What follows belongs to an exercise in optimizing a design on an open flow for small area; a production flow would make more cautious choices. Only simulation tests tie the RTL to the original design; equivalence was not proved. Power figures rest on the tool's default switching activity, not on a simulated workload.

## mips_regfile
module mips_regfile #(
    parameter int unsigned DATA_W = mips_pkg::DATA_W,
    parameter int unsigned ADDR_W = mips_pkg::ADDR_W
) (
    input  logic              clk,
    input  logic              rst,
    input  logic              reg_write,
    input  logic [ADDR_W-1:0] write_reg,
    input  logic [DATA_W-1:0] write_data,
    input  logic [ADDR_W-1:0] read_reg1,
    input  logic [ADDR_W-1:0] read_reg2,
    output logic [DATA_W-1:0] read_data1,
    output logic [DATA_W-1:0] read_data2
);
    localparam int unsigned DEPTH = 1 << ADDR_W;
    logic                         phase;
    logic [DEPTH-1:1][DATA_W-1:0] cells;
    logic [DEPTH-1:1][DATA_W-1:0] cells_next;
    logic [DEPTH-1:1]             wr, hold;
    logic [DATA_W-1:0]            col;
    always_ff @(posedge clk) begin
        phase <= !rst && !phase;
    end
    assign col = write_data ^ {DATA_W{phase}};
    rf_write_decode u_wdec (
        .rst       (rst),
        .reg_write (reg_write),
        .write_reg (write_reg),
        .wr        (wr),
        .hold      (hold)
    );
    for (genvar i = 1; i < DEPTH; i++) begin : g_row
        for (genvar b = 0; b < DATA_W; b++) begin : g_bit
            rf_oai22 u_upd (
                .hold (hold[i]),
                .col  (col[b]),
                .cv (cells[i][b]),
                .wr   (wr[i]),
                .y    (cells_next[i][b])
            );
        end
    end
    always_ff @(posedge clk) begin
        cells <= cells_next;
    end
    regfile_read_port #(.DATA_W(DATA_W), .ADDR_W(ADDR_W)) u_port1 (
        .rst        (rst),
        .phase      (phase),
        .cells      (cells),
        .read_reg   (read_reg1),
        .read_data  (read_data1)
    );
    regfile_read_port #(.DATA_W(DATA_W), .ADDR_W(ADDR_W)) u_port2 (
        .rst        (rst),
        .phase      (phase),
        .cells      (cells),
        .read_reg   (read_reg2),
        .read_data  (read_data2)
    );
endmodule
For scale: ~3200 cells after synthesis, about 990 flip-flops, roughly 110 I/O pins.
==> flow/config.mk <==
export PLATFORM = sky130hd
export DESIGN_NAME = mips_regfile
export DESIGN_NICKNAME = mips_regfile
export VERILOG_FILES = /design/flow/design.v
export SDC_FILE = /design/flow/constraint.sdc
export NUM_CORES = 4
export LEC_CHECK = 0
export CAP_MARGIN = 20
export CORE_MARGIN = 2
export CORE_UTILIZATION = 55
export PLACE_DENSITY = 0.7
export SLEW_MARGIN = 20
export SYNTH_HIERARCHICAL = 1
==> flow/constraint.sdc <==
create_clock -name core_clock -period 6.0 [get_ports {clk}]
set_input_delay 1.2000 -clock core_clock [delete_from_list [all_inputs] [get_ports {clk}]]
set_output_delay 1.2000 -clock core_clock [all_outputs]
set_load 0.01 [all_outputs]
standard.sh (not shown) runs the stock make flow with config.mk's settings and CLKGATE_MAP_FILE= SYNTH_SCRIPT=/design/flow/synth_recipe.tcl, a recipe that flattens the netlist after the stock synthesis.
==> flow/flow/run.sh <==
#!/bin/bash
set -euo pipefail
export BUFFER_PORTS_ARGS="-buffer_cell sky130_fd_sc_hd__buf_2"
export CTS_ARGS="-sink_clustering_enable -repair_clock_nets -dont_use_dummy_load -sink_clustering_size 25 -sink_clustering_max_diameter 80 -root_buf sky130_fd_sc_hd__clkbuf_16 -buf_list {sky130_fd_sc_hd__clkbuf_16}"
bash standard.sh > flow_make.log 2>&1
The first run completed without violations.
Change:
==> flow/flow/run.sh (replaced) <==
#!/bin/bash
set -euo pipefail
export BUFFER_PORTS_ARGS="-buffer_cell sky130_fd_sc_hd__buf_1"
export CTS_ARGS="-sink_clustering_enable -repair_clock_nets -dont_use_dummy_load -sink_clustering_size 30 -sink_clustering_max_diameter 80 -root_buf sky130_fd_sc_hd__clkbuf_16 -buf_list {sky130_fd_sc_hd__clkbuf_16}"
bash standard.sh > flow_make.log 2>&1
CORE_UTILIZATION = 65   (was 55)
PLACE_DENSITY = 0.8   (was 0.7)
With this change the flow finished with negative setup slack left.
Synthesized area stays the same.
Fmax falls by about 5%.
Setup slack is worse by 0.32 ns.
Power falls by about 1.5%.
Utilization rises by 9.8 points.
Global-route usage rises by 7.8 points.
First-iteration DRC count rises by about 1.8%.
Clock-buffer cell count falls by 5.
Change:
SETUP_SLACK_MARGIN = 0.6   (was default)
=> Now the flow finished with timing, DRC and antenna clean. Core utilization goes up by 0.61 points. Count of clock-buffer cells in the layout does not change. Maximum frequency is higher by roughly a tenth. Final area is higher slightly. Setup slack gains 0.53 ns. Critical path depth rises by 1. Non-clock buffer count goes up by 16. Routed wire length is lower slightly. Total power is about the same. Area after synthesis does not change.

---

Starting RTL as in the previous note.
Settings: LEC_CHECK=0, CAP_MARGIN=20, CORE_MARGIN=2, CORE_UTILIZATION=45, PLACE_DENSITY=0.6, SLEW_MARGIN=20, SYNTH_HIERARCHICAL=1; clock period 6.0 ns.
==> flow/flow/run.sh <==
#!/bin/bash
set -euo pipefail
export BUFFER_PORTS_ARGS="-buffer_cell sky130_fd_sc_hd__buf_2"
export CTS_ARGS="-sink_clustering_enable -repair_clock_nets -dont_use_dummy_load -root_buf sky130_fd_sc_hd__clkbuf_8 -buf_list {sky130_fd_sc_hd__clkbuf_4 sky130_fd_sc_hd__clkbuf_8}"
bash standard.sh > flow_make.log 2>&1
The first run reached the layout checks and failed them: setup timing.
Edit:
==> flow/flow/run.sh (replaced) <==
#!/bin/bash
set -euo pipefail
export BUFFER_PORTS_ARGS="-buffer_cell sky130_fd_sc_hd__buf_1"
export CTS_ARGS="-sink_clustering_enable -repair_clock_nets -dont_use_dummy_load -sink_clustering_size 30 -sink_clustering_max_diameter 80 -root_buf sky130_fd_sc_hd__clkbuf_16 -buf_list {sky130_fd_sc_hd__clkbuf_16}"
bash standard.sh > flow_make.log 2>&1
--- a/flow/config.mk
+++ b/flow/config.mk
@@ -8,6 +8,7 @@
 export CAP_MARGIN = 20
 export CORE_MARGIN = 2
-export CORE_UTILIZATION = 45
-export PLACE_DENSITY = 0.6
+export CORE_UTILIZATION = 65
+export PLACE_DENSITY = 0.8
+export SETUP_SLACK_MARGIN = 0.5
 export SLEW_MARGIN = 20
 export SYNTH_HIERARCHICAL = 1
After rerunning: With this change the flow ran to the end with no violations; via count rose slightly; die area fell by a quarter to a third; count of clock-buffer cells in the layout fell by 120; final area fell by a few percent; sequential share of layout area rose by 2.6 points; setup slack is better by 0.17 ns.
Edit:
==> flow/run.sh (new file) <==
#!/bin/bash
# synth_recipe.tcl (not shown) runs the flow's synth.tcl, then flattens the netlist and writes it again
# the make line also repeats each setting of config.mk as NAME=value (left out here)
make -C /OpenROAD-flow-scripts/flow DESIGN_CONFIG=/design/flow/config.mk WORK_HOME=/design/flow/orfs CLKGATE_MAP_FILE= SYNTH_SCRIPT=/design/flow/synth_recipe.tcl finish
--- a/flow/config.mk
+++ b/flow/config.mk
@@ -8,7 +8,6 @@
 export CAP_MARGIN = 20
 export CORE_MARGIN = 2
-export CORE_UTILIZATION = 65
-export PLACE_DENSITY = 0.8
-export SETUP_SLACK_MARGIN = 0.5
+export CORE_UTILIZATION = 45
+export PLACE_DENSITY = 0.6
 export SLEW_MARGIN = 20
 export SYNTH_HIERARCHICAL = 1
removed: flow/flow/run.sh
removed: flow/standard.sh
Outcome: This time the run finished but failed the layout checks on setup timing. Synthesized area stays the same. Sequential share of layout area goes down by 6.4 points. Routed wire length goes up by 16%. Flip-flop and latch count stays the same. Total power goes up by 32%. Die area goes up by 44%. Cell count goes up by 15%.

[afterwards: timing with drivers on the ports]
Ports are ideal in the flow. The routed layouts listed here were re-timed in OpenROAD. Step 1 sets driving cells, clkbuf_16 on the clock port and buf_2 on the other inputs (assumed; they add their load-dependent delay and slew). Step 2 adds t to the input delays and takes it off the output delays; t is the mean of the earliest and latest rising clock arrival at the registers after step 1. Input paths then give back, and output paths get back, about the clock's delay inside the block. a / b / c = ideal / step 1 / step 2; a / b = the first two.
run	t, ns	slack for setup (ns)	worst hold slack (ns)	worst setup path after step 2	worst slew at a driven data input, ns
the first run of note 1	0.719	0.204 / 0.184 / 0.184	0.462 / 0.462 / 0.462	input to output	0.09
the second run of note 1	0.696	-0.121 / -0.154 / -0.154	0.464 / 0.464 / 0.464	input to output	0.14
the third run of note 1	0.697	0.407 / 0.311 / 0.311	0.462 / 0.462 / 0.462	input to output	0.21
the first run of note 2	0.876	-0.067 / -0.107 / -0.107	0.454 / 0.454 / 0.454	input to output	0.10
the second run of note 2	0.694	0.101 / 0.023 / 0.023	0.464 / 0.464 / 0.464	input to output	0.14
the third run of note 2	0.735	-0.408 / -0.440 / -0.440	0.453 / 0.453 / 0.453	input to output	0.08
The setup slack of the third run of note 1, which loses most, moves by -0.096 ns with the drivers and by -0.096 ns with both steps.
